Context: an optimization exercise on an open-source flow, tuned for small area, a short achievable clock period and few clock cycles per item. The choices shown serve that exercise and are no tape-out recipe. At most, simulation tests tie the RTL to the original design; equivalence was not proved. For run 4, only the layout was checked, not whether the RTL still works. Power figures rest on the tool's default switching activity, not on a simulated workload.

**flow/constraint.sdc**
```tcl
create_clock -name core_clock -period 12.0 [get_ports {clk}]
set_input_delay 2.4000 -clock core_clock [delete_from_list [all_inputs] [get_ports {clk}]]
set_output_delay 2.4000 -clock core_clock [all_outputs]
set_load 0.01 [all_outputs]
```
**flow/config.mk**
```make
export PLATFORM = sky130hd
export DESIGN_NAME = fc_layer_top
export DESIGN_NICKNAME = fc_layer_top
export VERILOG_FILES = /design/flow/design.v
export SDC_FILE = /design/flow/constraint.sdc
export NUM_CORES = 4
export LEC_CHECK = 0
export ABC_AREA = 1
export CAP_MARGIN = 20
export CORE_MARGIN = 2
export CORE_UTILIZATION = 55
export PLACE_DENSITY = 0.7
export SLEW_MARGIN = 20
```
**flow/design.v**
```verilog
package fc_layer_pkg;
   localparam int DATA_W = 16;
   localparam int N_INPUTS = 8;
   localparam int N_LANES = 16;
   typedef logic signed [DATA_W-1:0] data_t;
   localparam data_t DATA_MAX = data_t'(2 ** (DATA_W - 1) - 1);
   localparam data_t DATA_MIN = data_t'(-(2 ** (DATA_W - 1)));
   typedef enum logic [2:0] {
      st_load,
      st_settle,
      st_compute,
      st_output,
      st_clear
   } seq_state_t;
endpackage
`timescale 1ns/1ps
module fc_weight_rom #(
   parameter int pos = 0
) (
   input  logic [3:0]         l,
   output logic [7:0]         w8,
   output logic signed [15:0] w15,
   output logic [14:0]        tp,
   output logic [14:0]        tn,
   output logic               wneg
);
   localparam [1023:0] T_W8 = {
      {16'h4317, 16'h3879, 16'h4db2, 16'h5dd9, 16'h336c, 16'h3ea5, 16'h46bf, 16'h6529},
      {16'h762a, 16'h25b6, 16'h065b, 16'h0f35, 16'h2ab6, 16'h3d49, 16'h0934, 16'h28a3},
      {16'h3dee, 16'h6fe6, 16'h187a, 16'h611e, 16'h7ebe, 16'h7b5a, 16'h1a00, 16'h604f},
      {16'h7658, 16'h389d, 16'h46a8, 16'h4a61, 16'h5fb3, 16'h3b97, 16'h08d0, 16'h7ce3},
      {16'h6329, 16'h5b88, 16'h29b1, 16'h2464, 16'h7eaf, 16'h24c6, 16'h31d9, 16'h7939},
      {16'h739e, 16'h5326, 16'h6ea1, 16'h1324, 16'h516d, 16'h2c3c, 16'h02fc, 16'h69d6},
      {16'h202c, 16'h7716, 16'h70ee, 16'h7be2, 16'h107d, 16'h2a10, 16'h2ce0, 16'h7c35},
      {16'h7107, 16'h0859, 16'h5827, 16'h1945, 16'h1ea1, 16'h13be, 16'h3a95, 16'h1341}
   };
   localparam [1919:0] T_TP = {
      {16'h0000, 16'h0000, 16'h0000, 16'h0010, 16'h0000, 16'h0481, 16'h7b7f, 16'h6100, 16'h15ca, 16'h7078, 16'h8ec7, 16'h6b8f, 16'h93f7, 16'h0ea5, 16'h6725},
      {16'h0000, 16'h0000, 16'h0000, 16'h0400, 16'h0802, 16'h2461, 16'h53fe, 16'h26c2, 16'h03ad, 16'h0d2d, 16'h0122, 16'h1555, 16'h837c, 16'ha641, 16'h8b20},
      {16'h0001, 16'h0003, 16'h0001, 16'h0003, 16'h0861, 16'h2d97, 16'h7a2d, 16'h334b, 16'h45ad, 16'h635b, 16'h0861, 16'h3dcf, 16'h1a61, 16'h9013, 16'h14e9},
      {16'h0000, 16'h0000, 16'h0000, 16'h0102, 16'h0008, 16'h3130, 16'h4ec7, 16'h5316, 16'h4e07, 16'h27e5, 16'h0c22, 16'h6d72, 16'h40f0, 16'h31b0, 16'he294},
      {16'h0000, 16'h0000, 16'h0000, 16'h0002, 16'h0544, 16'h421a, 16'h38f1, 16'h3477, 16'h6368, 16'h399a, 16'h7c44, 16'h2bba, 16'h1020, 16'h440e, 16'hc3e1},
      {16'h0000, 16'h0000, 16'h0000, 16'h0240, 16'h4000, 16'h1d47, 16'h7ffd, 16'h4444, 16'h2984, 16'h3ac5, 16'h5809, 16'h251a, 16'h0e38, 16'h1459, 16'h9809},
      {16'h0000, 16'h0000, 16'h0000, 16'h2001, 16'h2805, 16'h20c1, 16'h5f3e, 16'h0fb4, 16'h0428, 16'h645b, 16'h296d, 16'h35b1, 16'h92ca, 16'h92a0, 16'h4590},
      {16'h0000, 16'h0000, 16'h0001, 16'h0681, 16'h0400, 16'h0420, 16'h7ddf, 16'h167d, 16'h543a, 16'h15ae, 16'h5555, 16'h9e25, 16'h6cd2, 16'h0504, 16'h4409}
   };
   localparam [1919:0] T_TN = {
      {16'h0000, 16'h0000, 16'h0000, 16'h0010, 16'h0000, 16'h0481, 16'h7b7f, 16'h6100, 16'h15ca, 16'h7078, 16'h8ec7, 16'h6b87, 16'h03ad, 16'h967f, 16'h98da},
      {16'h0000, 16'h0000, 16'h0000, 16'h0400, 16'h0802, 16'h2461, 16'h13fe, 16'h66c2, 16'h432d, 16'h4dad, 16'h41a0, 16'h45d7, 16'hd3e2, 16'hd29e, 16'h34df},
      {16'h0001, 16'h0003, 16'h0001, 16'h0003, 16'h0861, 16'h2d97, 16'h7a2d, 16'h334b, 16'h45ad, 16'h235b, 16'h4861, 16'h5ccb, 16'h7165, 16'h7b05, 16'heb17},
      {16'h0000, 16'h0000, 16'h0000, 16'h0102, 16'h0000, 16'h3138, 16'h4ecf, 16'h531e, 16'h4e0f, 16'h27ec, 16'h0c2b, 16'h6179, 16'h4cbb, 16'h2cdb, 16'h1d63},
      {16'h0000, 16'h0000, 16'h0000, 16'h0002, 16'h0544, 16'h421a, 16'h38f1, 16'h3477, 16'h6368, 16'h399a, 16'h7c44, 16'h03aa, 16'h2830, 16'h7810, 16'h3c1e},
      {16'h0000, 16'h0000, 16'h0000, 16'h0240, 16'h4000, 16'h1d47, 16'h7ffd, 16'h4444, 16'h2984, 16'h3a41, 16'h188d, 16'h449c, 16'h6d9e, 16'h73af, 16'h67f6},
      {16'h0000, 16'h0000, 16'h0000, 16'h2001, 16'h2805, 16'h20c1, 16'h5f3e, 16'h0fb4, 16'h0428, 16'h645b, 16'h2169, 16'h1db4, 16'hba85, 16'h28cf, 16'hba6f},
      {16'h0000, 16'h0000, 16'h0001, 16'h0681, 16'h0400, 16'h0420, 16'h7ddf, 16'h167d, 16'h543a, 16'h15ae, 16'h5555, 16'h0c05, 16'hd620, 16'hbef2, 16'hbff6}
   };
   localparam [127:0] T_WNEG = {
      {16'h4317},
      {16'hf62a},
      {16'hbdee},
      {16'hf658},
      {16'he329},
      {16'h739e},
      {16'ha02c},
      {16'hf107}
   };
   localparam [127:0] T_W15 = {
      16'h0653, 16'hee49, 16'hc5bc, 16'hbe14, 16'h9e54, 16'h541c, 16'heda5, 16'hf175
   };
   always_comb begin
      for (int b = 0; b < 8; b++)  w8[b] = T_W8[(pos*8 + b)*16 + l];
      for (int b = 0; b < 15; b++) tp[b] = T_TP[(pos*15 + b)*16 + l];
      for (int b = 0; b < 15; b++) tn[b] = T_TN[(pos*15 + b)*16 + l];
      wneg = T_WNEG[pos*16 + l];
      w15  = T_W15[pos*16 +: 16];
   end
endmodule
`timescale 1ns/1ps
module fc_mac_lane #(
   parameter int pos = 0
) (
   input  logic [15:0] x,
   input  logic [3:0]  l,
   input  logic        is15,
   input  logic [7:0]  w8,
   output logic [16:0] u,
   output logic [16:0] v
);
   logic [7:0]         w8_unused;
   logic signed [15:0] w15;
   logic [14:0]        tp, tn, mag;
   logic               wneg, ovf, pos_sat;
   logic [16:0]        tu, tv;
   logic [15:0]        a;
   logic [7:0]         b;
   logic [3:0]         one, two, neg;
   logic [3:0][16:0]   row;
   logic t1, t2, t3, t4, t5, t6, t7, t8, t9, t10, t11, t12, t13, t14, t15, t16, t17, t18, t19, t20, t21, t22, t23, t24, t25, t26, t27, t28, t29, t30, t31, t32, t33, t34, t35, t36, t37, t38, t39, t40, t41, t42, t43, t44, t45, t46, t47, t48, t49, t50, t51, t52, t53, t54, t55, t56, t57, t58, t59, t60, t61, t62, t63, t64, t65, t66, t67, t68, t69, t70, t71, t72, t73, t74, t75, t76, t77, t78;
   fc_weight_rom #(.pos(pos)) u_rom (.l, .w8(w8_unused), .w15, .tp, .tn, .wneg);
   assign a = is15 ? w15 : x;
   assign b = is15 ? x[7:0] : w8;
   always_comb begin
      for (int r = 0; r < 4; r++) begin
         logic bl, bm, bh;
         bl = (r == 0) ? 1'b0 : b[2*r-1];
         bm = b[2*r];
         bh = b[2*r+1];
         one[r] = bm ^ bl;
         two[r] = (bh & ~bm & ~bl) | (~bh & bm & bl);
         neg[r] = bh & ~(bm & bl);
         for (int i = 0; i < 17; i++) begin
            logic ai, am;
            ai = (i == 16) ? a[15] : a[i];
            am = (i == 0) ? 1'b0 : a[i-1];
            row[r][i] = ((one[r] & ai) | (two[r] & am)) ^ neg[r];
         end
      end
   end
   assign t1 = row[0][6] ^ row[1][4];
   assign t2 = row[0][6] & row[1][4];
   assign t3 = row[0][7] ^ row[1][5];
   assign t4 = row[0][7] & row[1][5];
   assign t5 = row[0][8] ^ row[1][6];
   assign t6 = row[0][8] & row[1][6];
   assign t7 = row[0][9] ^ row[1][7];
   assign t8 = row[0][9] & row[1][7];
   assign t9 = row[0][10] ^ row[1][8];
   assign t10 = row[0][10] & row[1][8];
   assign t11 = row[0][11] ^ row[1][9];
   assign t12 = row[0][11] & row[1][9];
   assign t13 = row[0][12] ^ row[1][10];
   assign t14 = row[0][12] & row[1][10];
   assign t15 = row[0][13] ^ row[1][11];
   assign t16 = row[0][13] & row[1][11];
   assign t17 = row[0][14] ^ row[1][12];
   assign t18 = row[0][14] & row[1][12];
   assign t19 = row[0][15] ^ row[1][13];
   assign t20 = row[0][15] & row[1][13];
   assign t21 = row[0][16] ^ row[1][14];
   assign t22 = row[0][16] & row[1][14];
   assign t23 = row[0][4] ^ row[1][2];
   assign t24 = row[0][4] & row[1][2];
   assign t25 = row[0][5] ^ row[1][3];
   assign t26 = row[0][5] & row[1][3];
   assign t27 = t1 ^ row[2][2] ^ row[3][0];
   assign t28 = (t1 & row[2][2]) | (t1 & row[3][0]) | (row[2][2] & row[3][0]);
   assign t29 = t2 ^ t3 ^ row[2][3];
   assign t30 = (t2 & t3) | (t2 & row[2][3]) | (t3 & row[2][3]);
   assign t31 = t4 ^ t5 ^ row[2][4];
   assign t32 = (t4 & t5) | (t4 & row[2][4]) | (t5 & row[2][4]);
   assign t33 = t6 ^ t7 ^ row[2][5];
   assign t34 = (t6 & t7) | (t6 & row[2][5]) | (t7 & row[2][5]);
   assign t35 = t8 ^ t9 ^ row[2][6];
   assign t36 = (t8 & t9) | (t8 & row[2][6]) | (t9 & row[2][6]);
   assign t37 = t10 ^ t11 ^ row[2][7];
   assign t38 = (t10 & t11) | (t10 & row[2][7]) | (t11 & row[2][7]);
   assign t39 = t12 ^ t13 ^ row[2][8];
   assign t40 = (t12 & t13) | (t12 & row[2][8]) | (t13 & row[2][8]);
   assign t41 = t14 ^ t15 ^ row[2][9];
   assign t42 = (t14 & t15) | (t14 & row[2][9]) | (t15 & row[2][9]);
   assign t43 = t16 ^ t17 ^ row[2][10];
   assign t44 = (t16 & t17) | (t16 & row[2][10]) | (t17 & row[2][10]);
   assign t45 = t18 ^ t19 ^ row[2][11];
   assign t46 = (t18 & t19) | (t18 & row[2][11]) | (t19 & row[2][11]);
   assign t47 = t20 ^ t21 ^ row[2][12];
   assign t48 = (t20 & t21) | (t20 & row[2][12]) | (t21 & row[2][12]);
   assign t49 = row[0][2] ^ row[1][0];
   assign t50 = row[0][2] & row[1][0];
   assign t51 = row[0][3] ^ row[1][1];
   assign t52 = row[0][3] & row[1][1];
   assign t53 = t23 ^ row[2][0] ^ neg[2];
   assign t54 = (t23 & row[2][0]) | (t23 & neg[2]) | (row[2][0] & neg[2]);
   assign t55 = t24 ^ t25 ^ row[2][1];
   assign t56 = (t24 & t25) | (t24 & row[2][1]) | (t25 & row[2][1]);
   assign t57 = t26 ^ t27 ^ neg[3];
   assign t58 = (t26 & t27) | (t26 & neg[3]) | (t27 & neg[3]);
   assign t59 = t28 ^ t29 ^ row[3][1];
   assign t60 = (t28 & t29) | (t28 & row[3][1]) | (t29 & row[3][1]);
   assign t61 = t30 ^ t31 ^ row[3][2];
   assign t62 = (t30 & t31) | (t30 & row[3][2]) | (t31 & row[3][2]);
   assign t63 = t32 ^ t33 ^ row[3][3];
   assign t64 = (t32 & t33) | (t32 & row[3][3]) | (t33 & row[3][3]);
   assign t65 = t34 ^ t35 ^ row[3][4];
   assign t66 = (t34 & t35) | (t34 & row[3][4]) | (t35 & row[3][4]);
   assign t67 = t36 ^ t37 ^ row[3][5];
   assign t68 = (t36 & t37) | (t36 & row[3][5]) | (t37 & row[3][5]);
   assign t69 = t38 ^ t39 ^ row[3][6];
   assign t70 = (t38 & t39) | (t38 & row[3][6]) | (t39 & row[3][6]);
   assign t71 = t40 ^ t41 ^ row[3][7];
   assign t72 = (t40 & t41) | (t40 & row[3][7]) | (t41 & row[3][7]);
   assign t73 = t42 ^ t43 ^ row[3][8];
   assign t74 = (t42 & t43) | (t42 & row[3][8]) | (t43 & row[3][8]);
   assign t75 = t44 ^ t45 ^ row[3][9];
   assign t76 = (t44 & t45) | (t44 & row[3][9]) | (t45 & row[3][9]);
   assign t77 = t46 ^ t47 ^ row[3][10];
   assign t78 = (t46 & t47) | (t46 & row[3][10]) | (t47 & row[3][10]);
   assign tu[0] = row[0][0];
   assign tv[0] = neg[0];
   assign tu[1] = row[0][1];
   assign tv[1] = 1'b0;
   assign tu[2] = t49;
   assign tv[2] = neg[1];
   assign tu[3] = t50;
   assign tv[3] = t51;
   assign tu[4] = t52;
   assign tv[4] = t53;
   assign tu[5] = t54;
   assign tv[5] = t55;
   assign tu[6] = t56;
   assign tv[6] = t57;
   assign tu[7] = t58;
   assign tv[7] = t59;
   assign tu[8] = t60;
   assign tv[8] = t61;
   assign tu[9] = t62;
   assign tv[9] = t63;
   assign tu[10] = t64;
   assign tv[10] = t65;
   assign tu[11] = t66;
   assign tv[11] = t67;
   assign tu[12] = t68;
   assign tv[12] = t69;
   assign tu[13] = t70;
   assign tv[13] = t71;
   assign tu[14] = t72;
   assign tv[14] = t73;
   assign tu[15] = t74;
   assign tv[15] = t75;
   assign tu[16] = t76;
   assign tv[16] = t77;
   assign mag     = x[15] ? ~x[14:0] : x[14:0];
   assign ovf     = x[15] ? (mag > tn) : (mag > tp);
   assign pos_sat = x[15] ^ ~wneg;
   assign u = ovf ? (pos_sat ? 17'h07fff : 17'h18000) : tu;
   assign v = ovf ? 17'h00000 : tv;
endmodule
`timescale 1ns/1ps
module fc_output_stage #(
   parameter bit relu = 1'b0
) (
   input  logic [15:0] s,
   input  logic [16:0] u,
   input  logic [16:0] v,
   output logic [15:0] s_out
);
   logic [16:0] s17, c, d, tsum;
   logic [15:0] res;
   always_comb begin
      s17 = {s[15], s};
      d = s17 ^ u ^ v;
      c = {(s17[15:0] & u[15:0]) | (s17[15:0] & v[15:0]) | (u[15:0] & v[15:0]), 1'b0};
      tsum = c + d;
      if (tsum[16] == tsum[15]) res = tsum[15:0];
      else res = tsum[16] ? 16'h8000 : 16'h7fff;
      if (relu && res[15]) s_out = '0;
      else s_out = res;
   end
endmodule
`timescale 1ns/1ps
module fc_layer_top #(
   parameter int n_inputs = fc_layer_pkg::N_INPUTS,
   parameter int n_lanes  = fc_layer_pkg::N_LANES,
   parameter int data_w   = fc_layer_pkg::DATA_W,
   parameter bit relu_en  = 1'b1
) (
   input  logic                clk,
   input  logic                reset,
   input  logic                input_valid,
   output logic                input_ready,
   input  fc_layer_pkg::data_t input_data,
   output logic                output_valid,
   input  logic                output_ready,
   output fc_layer_pkg::data_t output_data
);
   logic [7:0][15:0] xs;         
   logic [7:0]       slot_par;   
   logic [7:0]       free;       
   logic [7:0]       rd15;       
   logic [7:0]       writable;
   logic [2:0]       wcnt;       
   logic             wpar;       
   logic             h_valid;    
   logic [15:0]      h_data;
   logic             wr_go;
   logic [15:0]      wr_data;
   logic [3:0]       l_inj;      
   logic             p_inj;      
   logic [7:0]       w8_inj;     
   logic             is15_inj;   
   logic             fire_inj;
   logic [7:0]       bv;
   logic [7:0][3:0]  btag;
   logic [7:0]       bpar;
   logic [7:0]       bis15;
   logic [7:0][7:0]  bw8;        
   logic [7:0][16:0] bu, bvv;    
   logic [7:0][15:0] bs;         
   logic [7:0]       wt;         
   logic [7:0]       blk;        
   logic [7:0]       fire;
   logic [7:0][16:0] pu, pv;     
   logic [7:0][7:0]  w8_next;    
   logic [7:0][15:0] s_new;      
   logic             kv;         
   logic [15:0]      kd;
   logic             ov;
   logic [15:0]      od;
   logic             o_free;
   assign input_ready = ~h_valid;
   always_comb begin
      for (int j = 0; j < 7; j++) wt[j] = bv[j] & (bpar[j] ^ slot_par[j+1]);
      wt[7] = 1'b0;
      blk[7] = kv;
      for (int j = 6; j >= 0; j--) blk[j] = blk[j+1] | wt[j+1];
      for (int j = 0; j < 8; j++) fire[j] = bv[j] & ~wt[j] & ~blk[j];
      fire_inj = ~(slot_par[0] ^ p_inj) & ~(blk[0] | wt[0]);
      rd15[0] = fire_inj & (l_inj == 4'd15);
      for (int k = 1; k < 8; k++) rd15[k] = fire[k-1] & (btag[k-1] == 4'd15);
      writable = free | rd15;
      wr_data = h_valid ? h_data : input_data;
      wr_go   = (h_valid | input_valid) & writable[wcnt];
   end
   logic [7:0]       w8_rst;
   fc_weight_rom #(.pos(0)) u_w0 (.l(l_inj + 4'd1), .w8(w8_next[0]), .w15(), .tp(), .tn(), .wneg());
   fc_weight_rom #(.pos(0)) u_wr (.l(4'd0), .w8(w8_rst), .w15(), .tp(), .tn(), .wneg());
   fc_weight_rom #(.pos(1)) u_w1 (.l(l_inj), .w8(w8_next[1]), .w15(), .tp(), .tn(), .wneg());
   for (genvar j = 2; j < 8; j++) begin : g_w
      fc_weight_rom #(.pos(j)) u_w (.l(btag[j-2]), .w8(w8_next[j]), .w15(), .tp(), .tn(), .wneg());
   end
   fc_mac_lane #(.pos(0)) u_mul0 (
      .x(xs[0]), .l(l_inj), .is15(is15_inj), .w8(w8_inj),
      .u(pu[0]), .v(pv[0])
   );
   for (genvar j = 1; j < 8; j++) begin : g_mul
      fc_mac_lane #(.pos(j)) u_mul (
         .x(xs[j]), .l(btag[j-1]), .is15(bis15[j-1]), .w8(bw8[j-1]),
         .u(pu[j]), .v(pv[j])
      );
   end
   for (genvar j = 0; j < 8; j++) begin : g_acc
      fc_output_stage #(.relu(j == 7 && relu_en)) u_acc (
         .s(j == 0 ? 16'd0 : bs[j]), .u(bu[j]), .v(bvv[j]),
         .s_out(s_new[j])
      );
   end
   assign o_free = ~ov | output_ready;
   always_ff @(posedge clk) begin
      if (reset) begin
         wcnt     <= '0;
         wpar     <= 1'b0;
         h_valid  <= 1'b0;
         slot_par <= '1;
         free     <= '1;
         l_inj    <= '0;
         p_inj    <= 1'b0;
         w8_inj   <= w8_rst;
         is15_inj <= 1'b0;
         bv       <= '0;
         ov       <= 1'b0;
         kv       <= 1'b0;
      end else begin
         if (wr_go) begin
            slot_par[wcnt] <= wpar;
            wcnt <= wcnt + 1'b1;
            if (wcnt == 3'd7) wpar <= ~wpar;
         end
         h_valid <= h_valid ? ~writable[wcnt] : (input_valid & ~writable[wcnt]);
         for (int k = 0; k < 8; k++) begin
            if (wr_go && wcnt == 3'(k)) free[k] <= 1'b0;
            else if (rd15[k]) free[k] <= 1'b1;
         end
         if (fire_inj) begin
            l_inj    <= l_inj + 1'b1;
            w8_inj   <= w8_next[0];
            is15_inj <= (l_inj == 4'd14);
            if (l_inj == 4'd15) p_inj <= ~p_inj;
         end
         bv[0] <= fire_inj | (bv[0] & ~fire[0]);
         for (int j = 1; j < 8; j++) bv[j] <= fire[j-1] | (bv[j] & ~fire[j]);
         if (o_free) begin
            ov <= kv | fire[7];
            kv <= 1'b0;
         end else begin
            kv <= kv | fire[7];
         end
      end
   end
   always_ff @(posedge clk) begin
      if (~h_valid) h_data <= input_data;
      for (int k = 0; k < 8; k++) begin
         if (wr_go && wcnt == 3'(k)) xs[k] <= wr_data;
      end
      if (fire_inj) begin
         btag[0]  <= l_inj;
         bpar[0]  <= p_inj;
         bis15[0] <= is15_inj;
         bw8[0]   <= w8_next[1];
         bu[0]    <= pu[0];
         bvv[0]   <= pv[0];
      end
      for (int j = 1; j < 8; j++) begin
         if (fire[j-1]) begin
            btag[j]  <= btag[j-1];
            bpar[j]  <= bpar[j-1];
            bis15[j] <= bis15[j-1];
            bw8[j]   <= (j < 7) ? w8_next[(j+1) % 8] : 8'd0;
            bu[j]    <= pu[j];
            bvv[j]   <= pv[j];
            bs[j]    <= s_new[j-1];
         end
      end
      if (o_free) begin
         if (kv | fire[7]) od <= kv ? kd : s_new[7];
      end else if (fire[7] & ~kv) begin
         kd <= s_new[7];
      end
   end
   assign output_valid = ov;
   assign output_data  = od;
endmodule
```
**flow/flow/run.sh**
```bash
#!/bin/bash
set -euo pipefail
export SETUP_SLACK_MARGIN=8.6
bash standard.sh > standard_flow.log 2>&1
```
**flow/standard.sh**
```bash
#!/bin/bash
# synth_recipe.tcl (not shown) runs the flow's synth.tcl, then flattens the netlist and writes it again
# the make line also repeats each setting of config.mk as NAME=value (left out here)
make -C /OpenROAD-flow-scripts/flow DESIGN_CONFIG=/design/flow/config.mk WORK_HOME=/design/flow/orfs CLKGATE_MAP_FILE= SYNTH_SCRIPT=/design/flow/synth_recipe.tcl "${@:-finish}"
```
==> key figures, run 1 <==
Worst setup path
  • Critical path data required time: 9.60 ns
  • Worst EP arrival: 1.28 ns
  • Setup slack, reg-to-reg: 8.41 ns
  • RR Endpoint: bvv[98]$_SDFFCE_PP0P_
  • Setup crit end kind: output pin
  • Critical-path top delay cell: dfxtp_4
  • Critical Path Source: h_valid$_SDFF_PP0_
  • Worst-path cell chain: clkinv_8 -> buf_6
  • Worst setup path end: input_ready
  • Max FO, Critical Path: 2
  • Max stage delay on crit path: 0.45 ns
  • R2R Path Start: g_mul[5].u_mul.is15$_DFFE_PP_
  • Setup CP Type: flop to output pin
  • Worst setup SP type: flop
  • R2R cell count: 18

Layout
  • Fillers: 8117
  • Area delta synth->final: 19.7%
  • Layout cells sized above 1: 0.213
  • Leading cell type in the layout, fill and taps excluded: nand2_1
  • Finished Cell Area: 69500 um2
  • Multi-input logic area: 36300 um2
  • Non-filler cells, final: 8282
  • NumNets Final: 7617
  • Register area: 20200 um2
  • Most frequent cells in the layout: 905 x nand2_1, 707 x inv_1, 632 x edfxtp_1

Timing
  • Min Tclk post-route: 3.68 ns
  • Skew final: 0.0330 ns
  • Final Setup Violations: 0
  • Max frequency: 272 MHz
  • Slew Limit Fails: 0
  • Worst-Margin Slew: 1.08 ns
  • RSZ-0062 raised after global routing: yes
  • Final Hold Vio Count: 0
  • Tcrit/Tclk final: 0.307
  • PnR worst setup slack: 8.32 ns
  • Sum Neg Setup Slack: 0 ns
  • Fin Hold WS: 0.468 ns
  • Worst relative slew slack: 0.277

Global routing
  • Grt ovf: 0
  • First-pass GRT wire length: 241000 um
  • Tot GR Track Use: 0.279
  • Largest net degree at the start of global routing: 66
  • Initial antenna violation count: 3
  • Vias in the first global route: 45100

Pwr
  • Pwr dens: 274 nW/um2
  • Max VDD drop: 480 uV
  • Leakage: 29.6 nW

Run
  • Max_cap viols: 0

Synthesis
  • Sequential-to-total area share from yosys stat: 0.348
  • Synth warn: 19
  • Primary FF master, synth: edfxtp_1
  • Synth Register Bits: 693
  • Synthesized area: 58000 um2
  • Net count after synthesis: 7299
  • Syn Area/Cell: 8.92 um2
  • Count of cell types in the netlist: 62
  • Post-synthesis async set-or-reset flop share: 0
  • Post-synth EDFFs: 632
  • Cell count after synthesis: 6504

Floorplanning
  • IO Count: 38
  • CORE AREA: 105000 um2
  • Rows: 119
  • Initial Utilization: 0.553
  • Vert. Die Dim: 329 um
  • Die ar.: 108000 um2
  • Die X: 329 um

Routing
  • Post-route ant nets: 0
  • WL/cell: 19.3 um
  • Iteration-0 DRC Markers: 4691
  • Total iterations of the first detailed-routing run: 7
  • Total routed wirelength: 160000 um
  • Residual DRC: 0
  • Detailed-route via count: 47700
  • Vias per cell: 5.76

Placement
  • I/O Buffers: 36
  • Cell count after placement: 7700
  • Detailed Place HPWL: 107000 um
  • Pre-CTS WS: 7.19 ns
  • Post-DP Area: 59900 um2
  • GP Congestion: 0.915

Clocking
  • CTS Root Cell: clkbuf_16
  • CTS clk-pin slew, worst paths: 0.06 ns
  • CTS tree: done
  • # hold bufs at CTS: 0
  • CTS max path bufs: 3
  • Worst skew pair latency: 0.67 ns
  • # H-tree levels: 3
  • Clock tree sinks: 693
  • CTS Buf Count: 80

Status
  • Status: finished clean

Min path
  • Min-delay worst type: flop to flop
[power by group]
group          switching (mW)  total (mW)  internal (mW)
registers               0.271        3.80           3.53
clock network            1.07        2.54           1.47
logic                    7.72        12.7           4.96
total                    9.06        19.0           9.96
[worst min-delay path by stage]
stage,end,cells after the start,from,slack [ns]
global placement,bpar[3]$_DFFE_PP_,0,bpar[2]$_DFFE_PP_,0.46
global route,bv[1]$_SDFF_PP0_,2,bv[1]$_SDFF_PP0_,0.48
floorplan,g_mul[1].u_mul.l[3]$_DFFE_PP_,0,l_inj[3]$_SDFFE_PP0P_,0.41
detailed placement,bv[1]$_SDFF_PP0_,2,bv[1]$_SDFF_PP0_,0.45
CTS,bv[1]$_SDFF_PP0_,2,bv[1]$_SDFF_PP0_,0.46
finish,bv[1]$_SDFF_PP0_,2,bv[1]$_SDFF_PP0_,0.47
[state kept, by name, summed over array words and instances, names as in the netlist, 15 cells and up, named ones only]
register        cells
od                 15
bvv               128
xs                128
kd                 15
g_mul.u_mul.l      28
bs                112
h_data             16
g_mul.u_mul.w8     56
bu                136
[cells in the mapped netlist (41+ instances only)]
master,count,area [um2]
nand2_1,960,3600
inv_1,939,3520
edfxtp_1,632,19000
ha_1,495,6190
xor2_1,485,4250
o21ai_0,472,2360
nor2_1,444,1670
o22ai_1,379,2370
fa_1,280,5610
a21oi_1,265,1330
xnor2_1,192,1680
nand3_1,165,826
clkbuf_1,129,484
buf_2,72,360
o21a_1,63,473
dfxtp_1,61,1220
o211ai_1,43,323
o21ai_1,41,205
[cell families (layout without fill, tap and decap cells)]
| kind of cell | Yosys count | in the layout | share of synthesized area |
|---|---|---|---|
| compound gates | 1402 | 1402 | 0.141 |
| fa+ha+maj | 775 | 775 | 0.203 |
| simple gates | 1721 | 1733 | 0.121 |
| flops | 693 | 693 | 0.348 |
| xor+xnor | 677 | 677 | 0.102 |
| buf+inv | 1232 | 1604 | 0.0831 |
| other cells | 1 | 4 | 0.0000646 |
| mux | 3 | 3 | 0.000518 |
[through the flow]
step	total power, mW	util
2_1_floorplan	11.5	-
5_1_grt	20.7	0.662
3_5_place_dp	14.1	0.571
3_3_place_gp	14.0	0.571
6_report	19.0	0.662
4_1_cts	17.6	0.623
[layer usage]
layer / track usage / up-vias / share of wire
met5: 0 / - / 0
met4: 0.111 / 0 / 0.044
met3: 0.0326 / 489 / 0.071
met2: 0.461 / 2009 / 0.48
met1: 0.376 / 22600 / 0.41
li1: - / 22600 / -
[cell type report]
type,count,share of cell area
diodes,3,0.000108
clock inverters,55,0.00814
clock buffers,93,0.0307
repair buffers,462,0.0631
well taps,1391,0.0251
repair inverters,19,0.00184
inverters,975,0.0567
flip-flops and latches,693,0.291
multi-input cells,4591,0.523
[worst max-delay path: cells and delay by family (launching register included)]
| kind | cells | cell delay [ns] |
|---|---|---|
| DFF | 1 | 0.45 |
| buffers and inverters | 2 | 0.17 |
[timing repair]
action,4_1_cts,5_1_grt
pin swaps,60,328
endpoints found under the hold margin,0,0
cloned,20,21
setup endpoints to repair,529,554
resized for setup,409,697
buffers inserted,178,212
Testbench counts, summed over its fixed seeds: cycles 3,160, items 192.
==> run 2: changes to the inputs <==
==> flow/flow/run.sh (replaced) <==
#!/bin/bash
set -euo pipefail
export SETUP_SLACK_MARGIN=8.3
bash standard.sh > standard_flow.log 2>&1
==> run 2 against run 1 <==
Largest power group unchanged. Still clean. Sequential power about the same. Highest routed layer unchanged. Final area decreased by 7.0%. Flip-flop and latch count unchanged. Hold slack got worse by 0.0024 ns. Sequential share of layout area increased by 2.2 points.
==> key figures, run 2 <==
Status
  • Status: finished clean (unchanged)

Worst setup path
  • Setup CP Type: flop to output pin (unchanged)
  • Worst EP arrival: 1.29 ns (was 1.28 ns)
  • Top delay family on crit path: flip-flops (unchanged)
  • Setup crit end kind: output pin (unchanged)
  • Critical path data required time: 9.60 ns (about the same)
  • Worst setup SP type: flop (unchanged)
  • Max FO, Critical Path: 2 (unchanged)
  • RR Endpoint: bu[132]$_DFFE_PP_ (was bvv[98]$_SDFFCE_PP0P_)
  • Setup slack, reg-to-reg: 8.34 ns (was 8.41 ns)
  • Critical-path top delay cell: dfxtp_2 (was dfxtp_4)
  • Critical Path Source: h_valid$_SDFF_PP0_ (unchanged)
  • CP Buf/Inv Count: 3 (was 2)
  • R2R cell count: 17 (was 18)
  • Max stage delay on crit path: 0.34 ns (was 0.45 ns)
  • Worst-path cell chain: buf_12 -> clkinv_8 -> buf_6 (was clkinv_8 -> buf_6)
  • R2R Path Start: g_mul[7].u_mul.is15$_DFFE_PP_ (was g_mul[5].u_mul.is15$_DFFE_PP_)

Timing
  • Tcrit/Tclk final: 0.307 (about the same)
  • Skew final: 0.0323 ns (was 0.0330 ns)
  • Worst-Margin Slew: 1.19 ns (was 1.08 ns)
  • Slew Limit Fails: 0 (unchanged)
  • Fin Hold WS: 0.466 ns (was 0.468 ns)
  • Min Tclk post-route: 3.69 ns (was 3.68 ns)
  • RSZ-0062 raised after global routing: yes (unchanged)
  • Final Hold Vio Count: 0 (unchanged)
  • Worst relative slew slack: 0.202 (was 0.277)
  • Max frequency: 271 MHz (was 272 MHz)
  • Final Setup Violations: 0 (unchanged)
  • Sum Neg Setup Slack: 0 ns (unchanged)

Pwr
  • Pwr dens: 264 nW/um2 (was 274 nW/um2)
  • Max VDD drop: 357 uV (was 480 uV)
  • Leakage: 28.0 nW (was 29.6 nW)

Clocking
  • # hold bufs at CTS: 0 (unchanged)
  • CTS tree: done (unchanged)
  • Worst skew pair latency: 0.66 ns (was 0.67 ns)
  • CTS Root Cell: clkbuf_16 (unchanged)
  • CTS clk-pin slew, worst paths: 0.06 ns (about the same)
  • CTS max path bufs: 3 (unchanged)
  • # H-tree levels: 3 (unchanged)
  • Clock tree sinks: 693 (unchanged)
  • CTS Buf Count: 80 (unchanged)

Global routing
  • Tot GR Track Use: 0.272 (was 0.279)
  • Largest net degree at the start of global routing: 66 (unchanged)
  • Grt ovf: 0 (unchanged)
  • First-pass GRT wire length: 235000 um (was 241000 um)
  • Vias in the first global route: 44100 (was 45100)
  • Initial antenna violation count: 3 (unchanged)

Synthesis
  • Mux cell area share after synthesis: 0.000517 (unchanged)
  • Share of the synthesized area in the top cell type: 0.327 (unchanged)
  • Synth Register Bits: 693 (unchanged)
  • Cell count after synthesis: 6504 (unchanged)
  • Synth Area in Adders: 0.203 (unchanged)
  • Primary FF master, synth: edfxtp_1 (unchanged)
  • Compound-Gate Fraction of Synth Area: 0.141 (unchanged)
  • Synthesized area: 58000 um2 (unchanged)
  • Syn Area/Cell: 8.92 um2 (unchanged)
  • Sequential-to-total area share from yosys stat: 0.348 (unchanged)
  • Post-synthesis async set-or-reset flop share: 0 (unchanged)
  • Top cells by count, synth: 960 x nand2_1, 939 x inv_1, 632 x edfxtp_1 (unchanged)
  • Combinational family with the most area after synthesis: adder cells (unchanged)
  • Post-synth EDFFs: 632 (unchanged)
  • Top-count cell post-synth: nand2_1 (unchanged)
  • XOR/XNOR share of the synthesized area: 0.102 (unchanged)
  • Net count after synthesis: 7299 (unchanged)
  • Yosys top cell by area: edfxtp_1 (unchanged)
  • Post-Synth Simple-Gate Area: 0.121 (unchanged)
  • Count of cell types in the netlist: 62 (unchanged)
  • Synth warn: 19 (unchanged)
  • Synth top area cells: edfxtp_1 33%, ha_1 11%, fa_1 9.7% (unchanged)

Layout
  • Layout cells sized above 1: 0.0951 (was 0.213)
  • Top flop regs: bu: 136 flops, bvv: 128 flops, xs: 128 flops (unchanged)
  • Leading cell type in the layout, fill and taps excluded: nand2_1 (unchanged)
  • Finished Cell Area: 64600 um2 (was 69500 um2)
  • Largest reg by FF count: bu (unchanged)
  • NumNets Final: 7375 (was 7617)
  • Fillers: 8894 (was 8117)
  • Largest register FFs: 136 (unchanged)
  • Most frequent cells in the layout: 935 x nand2_1, 890 x inv_1, 632 x edfxtp_1 (was 905 x nand2_1, 707 x inv_1, 632 x edfxtp_1)
  • Area delta synth->final: 11.3% (was 19.7%)

Min path
  • Hold Path Depth: 2 (unchanged)
  • Hold Path End: bv[1]$_SDFF_PP0_ (unchanged)
  • Min-delay src: bv[1]$_SDFF_PP0_ (unchanged)
  • Min-delay worst type: flop to flop (unchanged)

Routing
  • Iteration-0 DRC Markers: 4579 (was 4691)
  • Total iterations of the first detailed-routing run: 6 (was 7)
  • Total routed wirelength: 150000 um (was 160000 um)
  • Residual DRC: 0 (unchanged)
  • WL/cell: 18.6 um (was 19.3 um)
  • Vias per cell: 5.69 (was 5.76)
  • Detailed-route via count: 45700 (was 47700)
  • Post-route ant nets: 0 (unchanged)

Floorplanning
  • Vert. Die Dim: 329 um (unchanged)
  • Die X: 329 um (unchanged)
  • IO Count: 38 (unchanged)
  • Die ar.: 108000 um2 (unchanged)
  • Initial Utilization: 0.553 (unchanged)
  • CORE AREA: 105000 um2 (unchanged)
  • Rows: 119 (unchanged)

Run
  • Max_cap viols: 0 (unchanged)

Placement
  • Detailed Place HPWL: 106000 um (was 107000 um)
  • Post-DP Area: 59300 um2 (was 59900 um2)
  • I/O Buffers: 36 (unchanged)
  • GP Congestion: 0.929 (was 0.915)
==> run 2: cell types whose count changed in the layout (fill, tap and decap cells not counted), moves of 68 or more <==
cell	delta
inv_1	+183
inv_2	-170
buf_4	-148
nor2_1	+68
fa_1	+79
fa_2	-79
==> run 2: cell type report <==
type	count	area, um2	area share
flip-flops and latches	693	20200	0.313
repair inverters	11	72.6	0.00112
repair buffers	236	2150	0.0333
multi-input cells	4583	34000	0.526
inverters	975	3800	0.0588
clock inverters	47	435	0.00674
well taps	1391	1740	0.0269
diodes	3	7.51	0.000116
clock buffers	100	2190	0.0340
==> run 2: where the power goes <==
group	switching [mW]	leakage, nW	internal, mW
Clock	1.03	1.27	1.45
Sequential	0.278	6.26	3.53
Combinational	6.76	20.4	3.98
Total	8.06	28.0	8.97
==> run 2: layer usage <==
metal  vias to the layer above  GRT usage  share of wire
li1                      22000          -              -
met1                     21700      0.372           0.43
met2                      1710      0.444           0.47
met3                       330     0.0354          0.066
met4                         0     0.0955          0.036
met5                         -          0              0
==> run 2: cell families (layout without fill, tap and decap cells) <==
| kind of cell | Yosys count | count (layout) |
|---|---|---|
| muxes | 3 | 3 |
| other | 1 | 4 |
| AOI/OAI and AO/OA | 1402 | 1402 |
| buffers and inverters | 1232 | 1369 |
| adders and majority gates | 775 | 775 |
| and+or+nand+nor | 1721 | 1725 |
| xor gates and xnor gates | 677 | 677 |
| DFF | 693 | 693 |
==> run 2: tightest hold or removal path: stages (launching register included) <==
cell and delay (ns):
dfxtp_1 0.31, nand2_1 0.06, a21oi_1 0.05
==> run 2: stage by stage <==
| stage | total power [mW] | util | instances | setup WS, ns |
|---|---|---|---|---|
| 2_1_floorplan | 11.3 | - | 6504 | 8.23 |
| 3_3_place_gp | 13.8 | 0.565 | 7705 | 7.20 |
| 3_5_place_dp | 14.0 | 0.565 | 7705 | 7.10 |
| 4_1_cts | 16.7 | 0.599 | 7927 | 8.15 |
| 5_1_grt | 18.7 | 0.615 | 8036 | 8.22 |
| 6_report | 17.0 | 0.615 | 8039 | 8.31 |
==> run 2: what timing repair did <==
action | 4_1_cts | 5_1_grt
pin swaps | 9 | 47
gates resized for setup | 158 | 235
buffers inserted | 67 | 99
endpoints found under the setup margin | 431 | 418
gates cloned | 8 | 10
endpoints found under the hold margin | 0 | 0
==> run 2: worst max-delay path by stage <==
| stage | slack, ns | depth (start not counted) | to |
|---|---|---|---|
| 2_1_floorplan | 8.23 | 14 | xs[64]$_DFFE_PP_ |
| 3_3_place_gp | 7.20 | 14 | bvv[67]$_SDFFCE_PP0P_ |
| 3_5_place_dp | 7.10 | 14 | bvv[67]$_SDFFCE_PP0P_ |
| 4_1_cts | 8.15 | 15 | bs[41]$_DFFE_PP_ |
| 5_1_grt | 8.22 | 17 | bvv[130]$_SDFFCE_PP0P_ |
| 6_report | 8.31 | 3 | input_ready |
==> run 3: changes to the inputs <==
--- a/flow/config.mk
+++ b/flow/config.mk
@@ -11,2 +11,4 @@
 export CORE_UTILIZATION = 55
+export CTS_CLUSTER_DIAMETER = 100
+export CTS_CLUSTER_SIZE = 30
 export PLACE_DENSITY = 0.7
==> run 3 against run 2 <==
Still clean. Clock power down 39%. Combinational power about the same. Core utilization down 1.1 points. Die area unchanged. Clock skew up 0.013 ns. Flip-flop and latch count unchanged. Critical path type unchanged. Critical endpoint unchanged.
==> key figures, run 3 <==
Status
  • Status: finished clean (unchanged)

Floorplanning
  • IO Count: 38 (unchanged)
  • CORE AREA: 105000 um2 (unchanged)
  • Die ar.: 108000 um2 (unchanged)
  • Initial Utilization: 0.553 (unchanged)
  • Die X: 329 um (unchanged)
  • Vert. Die Dim: 329 um (unchanged)
  • Rows: 119 (unchanged)

Layout
  • Area delta synth->final: 9.35% (was 11.3%)
  • Leading cell type in the layout, fill and taps excluded: nand2_1 (unchanged)
  • Finished Core Util: 0.604 (was 0.615)
  • Largest reg by FF count: bu (unchanged)
  • Fillers: 9053 (was 8894)
  • Top flop regs: bu: 136 flops, bvv: 128 flops, xs: 128 flops (unchanged)
  • Most frequent cells in the layout: 934 x nand2_1, 885 x inv_1, 632 x edfxtp_1 (was 935 x nand2_1, 890 x inv_1, 632 x edfxtp_1)
  • Layout cells sized above 1: 0.0929 (was 0.0951)
  • NumNets Final: 7355 (was 7375)
  • Largest register FFs: 136 (unchanged)
  • Non-filler cells, final: 7977 (was 8039)

Placement
  • Cell count after placement: 7705 (unchanged)
  • Detailed Place HPWL: 106000 um (unchanged)
  • GP Congestion: 0.929 (unchanged)
  • I/O Buffers: 36 (unchanged)

Run
  • Max_cap viols: 0 (unchanged)

Synthesis
  • Syn Area/Cell: 8.92 um2 (unchanged)
  • Yosys top cell by area: edfxtp_1 (unchanged)
  • Synth top area cells: edfxtp_1 33%, ha_1 11%, fa_1 9.7% (unchanged)
  • Synth Register Bits: 693 (unchanged)
  • Sequential-to-total area share from yosys stat: 0.348 (unchanged)
  • Top-count cell post-synth: nand2_1 (unchanged)
  • Top cells by count, synth: 960 x nand2_1, 939 x inv_1, 632 x edfxtp_1 (unchanged)
  • Post-synth EDFFs: 632 (unchanged)
  • Post-synthesis async set-or-reset flop share: 0 (unchanged)
  • Synth warn: 19 (unchanged)
  • Synthesized area: 58000 um2 (unchanged)
  • Count of cell types in the netlist: 62 (unchanged)
  • Share of the synthesized area in the top cell type: 0.327 (unchanged)
  • Net count after synthesis: 7299 (unchanged)
  • Primary FF master, synth: edfxtp_1 (unchanged)
  • Cell count after synthesis: 6504 (unchanged)

Clocking
  • # hold bufs at CTS: 0 (unchanged)
  • CTS Root Cell: clkbuf_16 (unchanged)
  • Worst skew pair latency: 0.63 ns (was 0.66 ns)
  • # H-tree levels: 2 (was 3)
  • CTS Buf Count: 36 (was 80)
  • CTS clk-pin slew, worst paths: 0.11 ns (was 0.06 ns)
  • CTS max path bufs: 3 (unchanged)
  • CTS tree: done (unchanged)
  • Clock tree sinks: 693 (unchanged)

Min path
  • Min-delay worst type: flop to flop (unchanged)

Timing
  • Min Tclk post-route: 3.68 ns (was 3.69 ns)
  • Skew final: 0.0456 ns (was 0.0323 ns)
  • Worst relative slew slack: 0.212 (was 0.202)
  • RSZ-0062 raised after global routing: yes (unchanged)
  • Worst-Margin Slew: 1.18 ns (was 1.19 ns)
  • Final Hold Vio Count: 0 (unchanged)
  • Slew Limit Fails: 0 (unchanged)
  • Final Setup Violations: 0 (unchanged)
  • Max frequency: 271 MHz (about the same)
  • Tcrit/Tclk final: 0.307 (about the same)
  • Sum Neg Setup Slack: 0 ns (unchanged)

Routing
  • Total iterations of the first detailed-routing run: 6 (unchanged)
  • Post-route ant nets: 0 (unchanged)
  • Detailed-route via count: 45400 (was 45700)
  • WL/cell: 18.6 um (about the same)
  • Residual DRC: 0 (unchanged)
  • Iteration-0 DRC Markers: 4400 (was 4579)
  • Vias per cell: 5.70 (was 5.69)
  • Total routed wirelength: 148000 um (was 150000 um)

Worst setup path
  • Worst-path cell chain: buf_12 -> clkinv_8 -> buf_6 (unchanged)
  • Setup crit end kind: output pin (unchanged)
  • Setup CP Type: flop to output pin (unchanged)
  • Worst setup SP type: flop (unchanged)
  • Critical-path top delay cell: dfxtp_2 (unchanged)
  • Critical path data required time: 9.60 ns (about the same)
  • Worst EP arrival: 1.28 ns (was 1.29 ns)
  • Max stage delay on crit path: 0.36 ns (was 0.34 ns)
  • Max FO, Critical Path: 2 (unchanged)

Pwr
  • Leakage: 27.4 nW (was 28.0 nW)
  • Max VDD drop: 345 uV (was 357 uV)
  • Pwr dens: 253 nW/um2 (was 264 nW/um2)

Global routing
  • Largest net degree at the start of global routing: 66 (unchanged)
  • Grt ovf: 0 (unchanged)
  • Initial antenna violation count: 6 (was 3)
  • Tot GR Track Use: 0.268 (was 0.272)
  • Vias in the first global route: 43400 (was 44100)
  • First-pass GRT wire length: 233000 um (was 235000 um)
## run 3: metal layers
layer	vias to the layer above	part of all wire	track usage
met2	1646	0.47	0.445
met5	-	0.00012	0
met1	21600	0.43	0.371
li1	21900	-	-
met4	4	0.034	0.0801
met3	297	0.064	0.0280
## run 3: worst paths after layout
kind         slack, ns                          start  cells after the start                     end
min reg2reg       0.47               bv[1]$_SDFF_PP0_                      2        bv[1]$_SDFF_PP0_
max reg2reg       8.34  g_mul[7].u_mul.is15$_DFFE_PP_                     17  bvv[126]$_SDFFCE_PP0P_
min               0.47               bv[1]$_SDFF_PP0_                      2        bv[1]$_SDFF_PP0_
max               8.32             h_valid$_SDFF_PP0_                      3             input_ready
## run 3: logic make-up (layout without fill, tap and decap cells)
logic type,count (synthesis),count (layout),synth area share
AO/OA/AOI/OAI,1402,1403,0.141
XOR/XNOR,677,677,0.102
adder cells (fa/ha/maj),775,775,0.203
buffers and inverters,1232,1308,0.0831
flip-flops,693,693,0.348
multiplexers,3,3,0.000518
other,1,2,0.0000646
AND/OR/NAND/NOR,1721,1725,0.121
## run 3: layout make-up
class / count / area [um2] / area share
tap: 1391 / 1740 / 0.0274
multi-input combinational: 4584 / 34000 / 0.536
clock inverter: 23 / 293 / 0.00461
timing repair buffer: 259 / 2370 / 0.0373
inverter: 975 / 3820 / 0.0602
sequential: 693 / 20200 / 0.319
timing repair inverter: 11 / 72.6 / 0.00114
clock buffer: 40 / 958 / 0.0151
antenna: 1 / 2.50 / 0.0000394
## run 3: stage by stage
stage	instance area (um2)	setup WS (ns)	hold slack (ns)	power (mW)
global route	63500	8.25	0.490	17.8
CTS	61600	8.14	0.477	15.7
detailed placement	59300	7.10	0.460	14.0
global placement	59300	7.20	0.453	13.8
finish	63500	8.32	0.473	16.1
floorplan	58200	8.23	0.406	11.3
## run 3: critical path, delay by kind of cell, from the launching register on
| kind | cells | cell delay (ns) |
|---|---|---|
| buffers and inverters | 3 | 0.29 |
| DFF | 1 | 0.36 |
## run 3: timing repair
item                                    4_1_cts  5_1_grt
endpoints found under the setup margin      437      428
gates resized for setup                     159      245
pin swaps                                    10       58
setup buffers                                73      116
cloned                                        8       11
## run 3: report_power, final
part           internal (mW)  switching [mW]  total, mW  leakage (nW)
clock network          0.629           0.884       1.51         0.597
logic                   4.01            6.75       10.8          20.5
registers               3.53           0.273       3.80          6.26
total                   8.16            7.90       16.1          27.4
==> run 4: changes to the inputs <==
--- a/flow/design.v
+++ b/flow/design.v
@@ -284,2 +284,5 @@
    logic             wr_go;
+   logic             in_rdy;     
+   logic [7:0]       wr_sel;     
+   logic [7:0]       wr_en;
    logic [15:0]      wr_data;
@@ -308,3 +311,3 @@
    logic             o_free;
-   assign input_ready = ~h_valid;
+   assign input_ready = in_rdy;
    always_comb begin
@@ -321,2 +324,4 @@
       wr_go   = (h_valid | input_valid) & writable[wcnt];
+      for (int k = 0; k < 8; k++) wr_sel[k] = writable[k] & (wcnt == 3'(k));
+      wr_en = wr_sel & {8{h_valid | input_valid}};
    end
@@ -351,2 +356,3 @@
          h_valid  <= 1'b0;
+         in_rdy   <= 1'b1;
          slot_par <= '1;
@@ -367,4 +373,5 @@
          h_valid <= h_valid ? ~writable[wcnt] : (input_valid & ~writable[wcnt]);
+         in_rdy  <= h_valid ? writable[wcnt] : ~(input_valid & ~writable[wcnt]);
          for (int k = 0; k < 8; k++) begin
-            if (wr_go && wcnt == 3'(k)) free[k] <= 1'b0;
+            if (wr_en[k]) free[k] <= 1'b0;
             else if (rd15[k]) free[k] <= 1'b1;
@@ -388,5 +395,5 @@
    always_ff @(posedge clk) begin
-      if (~h_valid) h_data <= input_data;
+      if (in_rdy) h_data <= input_data;
       for (int k = 0; k < 8; k++) begin
-         if (wr_go && wcnt == 3'(k)) xs[k] <= wr_data;
+         if (wr_en[k]) xs[k] <= wr_data;
       end
--- a/flow/config.mk
+++ b/flow/config.mk
@@ -11,4 +11,2 @@
 export CORE_UTILIZATION = 55
-export CTS_CLUSTER_DIAMETER = 100
-export CTS_CLUSTER_SIZE = 30
 export PLACE_DENSITY = 0.7
==> run 4 against run 3 <==
Worst setup slack gained 0.013 ns. Total power grew 11%. First-iteration DRC count shrank 3.0%. Clock skew shrank 0.022 ns. Clock power grew 68%. Final cell count shrank 0.65%. Synthesized area shrank 0.30%.
==> key figures, run 4 <==
Worst setup path
  • Setup CP Type: flop to flop (was flop to output pin)
  • Max FO, Critical Path: 17 (was 2)
  • Worst EP arrival: 4.06 ns (was 1.28 ns)
  • Critical path data required time: 12.39 ns (was 9.60 ns)
  • Worst setup SP type: flop (unchanged)
  • R2R cell count: 16 (was 17)
  • Setup crit end kind: flop (was output pin)

Placement
  • GP Congestion: 0.929 (about the same)
  • Cell count after placement: 7602 (was 7705)
  • Detailed Place HPWL: 106000 um (about the same)
  • I/O Buffers: 36 (unchanged)

Pwr
  • Seq pwr share: 0.216 (was 0.236)
  • Clock network power share: 0.142 (was 0.094)
  • Max VDD drop: 613 uV (was 345 uV)
  • Internal Pwr Total: 9.38 mW (was 8.16 mW)
  • P_sw: 8.41 mW (was 7.90 mW)
  • Switch share: 0.473 (was 0.492)
  • Combinational share of power: 0.642 (was 0.669)
  • Pwr dens: 276 nW/um2 (was 253 nW/um2)
  • Leakage: 27.9 nW (was 27.4 nW)

Timing
  • Max frequency: 272 MHz (was 271 MHz)
  • Tcrit/Tclk final: 0.306 (was 0.307)
  • Min Tclk post-route: 3.67 ns (was 3.68 ns)
  • Sum Neg Setup Slack: 0 ns (unchanged)
  • Skew final: 0.0238 ns (was 0.0456 ns)
  • Slew Limit Fails: 0 (unchanged)
  • Final Hold Vio Count: 0 (unchanged)
  • Worst relative slew slack: 0.387 (was 0.212)
  • Worst-Margin Slew: 0.920 ns (was 1.18 ns)
  • Final Setup Violations: 0 (unchanged)
  • Fin Hold WS: 0.466 ns (was 0.473 ns)
  • RSZ-0062 raised after global routing: yes (unchanged)

Status
  • Status: finished clean (unchanged)

Routing
  • Total routed wirelength: 148000 um (about the same)
  • Post-route ant nets: 0 (unchanged)
  • Vias per cell: 5.70 (about the same)
  • Iteration-0 DRC Markers: 4269 (was 4400)
  • WL/cell: 18.7 um (was 18.6 um)
  • Residual DRC: 0 (unchanged)
  • Detailed-route via count: 45200 (was 45400)
  • Total iterations of the first detailed-routing run: 7 (was 6)

Floorplanning
  • Die X: 328 um (was 329 um)
  • CORE AREA: 104000 um2 (was 105000 um2)
  • IO Count: 38 (unchanged)
  • Initial Utilization: 0.557 (was 0.553)
  • Vert. Die Dim: 328 um (was 329 um)
  • Rows: 118 (was 119)
  • Die ar.: 108000 um2 (about the same)

Min path
  • Hold Path Depth: 2 (unchanged)
  • Min-delay worst type: flop to flop (unchanged)

Clocking
  • Worst skew pair latency: 0.66 ns (was 0.63 ns)
  • Clock tree sinks: 694 (was 693)
  • # hold bufs at CTS: 0 (unchanged)
  • CTS Root Cell: clkbuf_16 (unchanged)
  • CTS Buf Count: 80 (was 36)
  • CTS clk-pin slew, worst paths: 0.06 ns (was 0.11 ns)
  • # H-tree levels: 3 (was 2)
  • CTS tree: done (unchanged)
  • CTS max path bufs: 3 (unchanged)

Synthesis
  • Yosys top cell by area: edfxtp_1 (unchanged)
  • Synth warn: 19 (unchanged)
  • Synth top area cells: edfxtp_1 34%, ha_1 11%, fa_1 9.7% (was edfxtp_1 33%, ha_1 11%, fa_1 9.7%)
  • Top cells by count, synth: 939 x nand2_1, 890 x inv_1, 648 x edfxtp_1 (was 960 x nand2_1, 939 x inv_1, 632 x edfxtp_1)
  • Synth Register Bits: 694 (was 693)
  • Post-synthesis async set-or-reset flop share: 0 (unchanged)
  • Sequential-to-total area share from yosys stat: 0.352 (was 0.348)
  • Share of the synthesized area in the top cell type: 0.336 (was 0.327)
  • Net count after synthesis: 7188 (was 7299)
  • Top-count cell post-synth: nand2_1 (unchanged)
  • Count of cell types in the netlist: 73 (was 62)
  • Cell count after synthesis: 6395 (was 6504)
  • Primary FF master, synth: edfxtp_1 (unchanged)
  • Post-synth EDFFs: 648 (was 632)
  • Syn Area/Cell: 9.05 um2 (was 8.92 um2)
  • Synthesized area: 57900 um2 (was 58000 um2)

Layout
  • Leading cell type in the layout, fill and taps excluded: nand2_1 (unchanged)
  • Finished Core Util: 0.619 (was 0.604)
  • Largest register FFs: 136 (unchanged)
  • Multi-input logic area: 33800 um2 (was 34000 um2)
  • Layout cells sized above 1: 0.0950 (was 0.0929)
  • NumNets Final: 7270 (was 7355)
  • Register area: 20400 um2 (was 20200 um2)
  • Fillers: 8750 (was 9053)
  • Top flop regs: bu: 136 flops, bvv: 128 flops, xs: 128 flops (unchanged)
  • Most frequent cells in the layout: 916 x nand2_1, 853 x inv_1, 648 x edfxtp_1 (was 934 x nand2_1, 885 x inv_1, 632 x edfxtp_1)
  • Non-filler cells, final: 7925 (was 7977)
  • Area delta synth->final: 11.2% (was 9.35%)
  • Largest reg by FF count: bu (unchanged)

Run
  • Max_cap viols: 0 (unchanged)

Global routing
  • Grt ovf: 0 (unchanged)
  • First-pass GRT wire length: 233000 um (about the same)
  • Initial antenna violation count: 6 (unchanged)
  • Largest net degree at the start of global routing: 66 (unchanged)
  • Tot GR Track Use: 0.270 (was 0.268)
  • Vias in the first global route: 43200 (was 43400)
run 4: worst paths after layout:
path,startpoint,to,slack (ns)
worst max-delay path,xs[113]$_DFFE_PP_,bvv[135]$_SDFFCE_PP0P_,8.33
worst min-delay path,bv[1]$_SDFF_PP0_,bv[1]$_SDFF_PP0_,0.47
worst max register to register,xs[113]$_DFFE_PP_,bvv[135]$_SDFFCE_PP0P_,8.33
worst min register to register,bv[1]$_SDFF_PP0_,bv[1]$_SDFF_PP0_,0.47
run 4: repair_timing:
item | CTS | global route
gates resized for setup | 156 | 194
setup buffers | 59 | 101
cloned | 2 | 11
endpoints found under the setup margin | 391 | 402
pin swaps | 4 | 19
run 4: area by class of cell:
class                      instances  area share
tap                             1380      0.0268
antenna                            1   0.0000389
clock buffer                     102      0.0331
inverter                         933      0.0570
timing repair buffer             230      0.0312
clock inverter                    47     0.00928
sequential                       694       0.317
multi-input combinational       4530       0.525
timing repair inverter             8    0.000894
run 4: logic make-up after synthesis:
| kind of cell | share of synthesized area |
|---|---|
| fa+ha+maj | 0.204 |
| buf+inv | 0.0787 |
| mux | 0.00398 |
| simple gates | 0.119 |
| flops | 0.352 |
| xor+xnor | 0.108 |
| other cells | 0.0000648 |
| compound gates | 0.135 |
run 4: power groups by stage:
stage | clock network, mW | registers (mW) | logic, mW
floorplan | 0 | 3.76 | 8.09
global placement | 0 | 3.91 | 10.6
global route | 2.66 | 3.88 | 13.1
detailed placement | 0 | 3.92 | 10.7
finish | 2.53 | 3.85 | 11.4
CTS | 2.57 | 3.85 | 11.0
run 4: routing by layer:
| metal | wire length (um) | part of all wire | up-vias | global-route usage |
|---|---|---|---|---|
| li1 | - | - | 21700 | - |
| met1 | 64100 | 0.43 | 21500 | 0.379 |
| met2 | 69800 | 0.47 | 1650 | 0.443 |
| met3 | 9750 | 0.066 | 255 | 0.0310 |
| met4 | 4220 | 0.029 | 2 | 0.0765 |
| met5 | 11 | 0.000074 | - | 0 |
run 4: metrics by stage:
stage          total power, mW  setup WS [ns]  instance area [um2]
4_1_cts                   17.5           8.25                62800
2_1_floorplan             11.8           8.21                58000
5_1_grt                   19.6           8.25                64300
3_5_place_dp              14.6           7.19                59300
6_report                  17.8           8.33                64300
3_3_place_gp              14.5           7.24                59200
run 4: critical path, cell delays in order, from the launching register on:
cell	delay [ns]
edfxtp_1	0.53
inv_1	0.12
nand2_1	0.09
o21ai_4	0.13
inv_6	0.14
ha_4	0.31
clkinvlp_4	0.12
buf_4	0.15
o22ai_1	0.18
xnor2_1	0.14
ha_1	0.27
fa_1	0.41
xor2_1	0.18
xnor2_1	0.23
xor2_1	0.19
xnor2_1	0.16
nor2_1	0.08

-- what the ideal ports hide --
The results above use ideal ports. As a check the final layouts listed here were re-extracted and re-timed, cells and wires unchanged. Step 1 assumes that a clkbuf_16 drives the clock port and a buf_2 every other input. Step 2 moves the port delays by t, midway between the first and last clock arrival at a register: inputs arrive t later, outputs are due t later. That takes back most of the time a late clock gives input paths. Slacks: ideal / step 1 / step 2; pairs: ideal / step 1.
run | t, ns | setup slack, ns | hold slack, ns | worst setup path at the end | pins driven straight from the clock port
run 1 | 0.724 | 8.318 / 8.245 / 7.882 | 0.468 / 0.468 / 0.468 | input to register | 1
run 2 | 0.720 | 8.315 / 8.242 / 7.774 | 0.466 / 0.466 / 0.466 | input to register | 1
run 3 | 0.684 | 8.317 / 8.243 / 7.800 | 0.473 / 0.473 / 0.473 | input to register | 1
run 4 | 0.715 | 8.330 / 8.285 / 7.666 | 0.466 / 0.466 / 0.466 | input to register | 1
After both steps setup and hold are still met in every run listed. The setup slack of run 4, which loses most, moves by -0.045 ns with the drivers and by -0.664 ns with both steps.
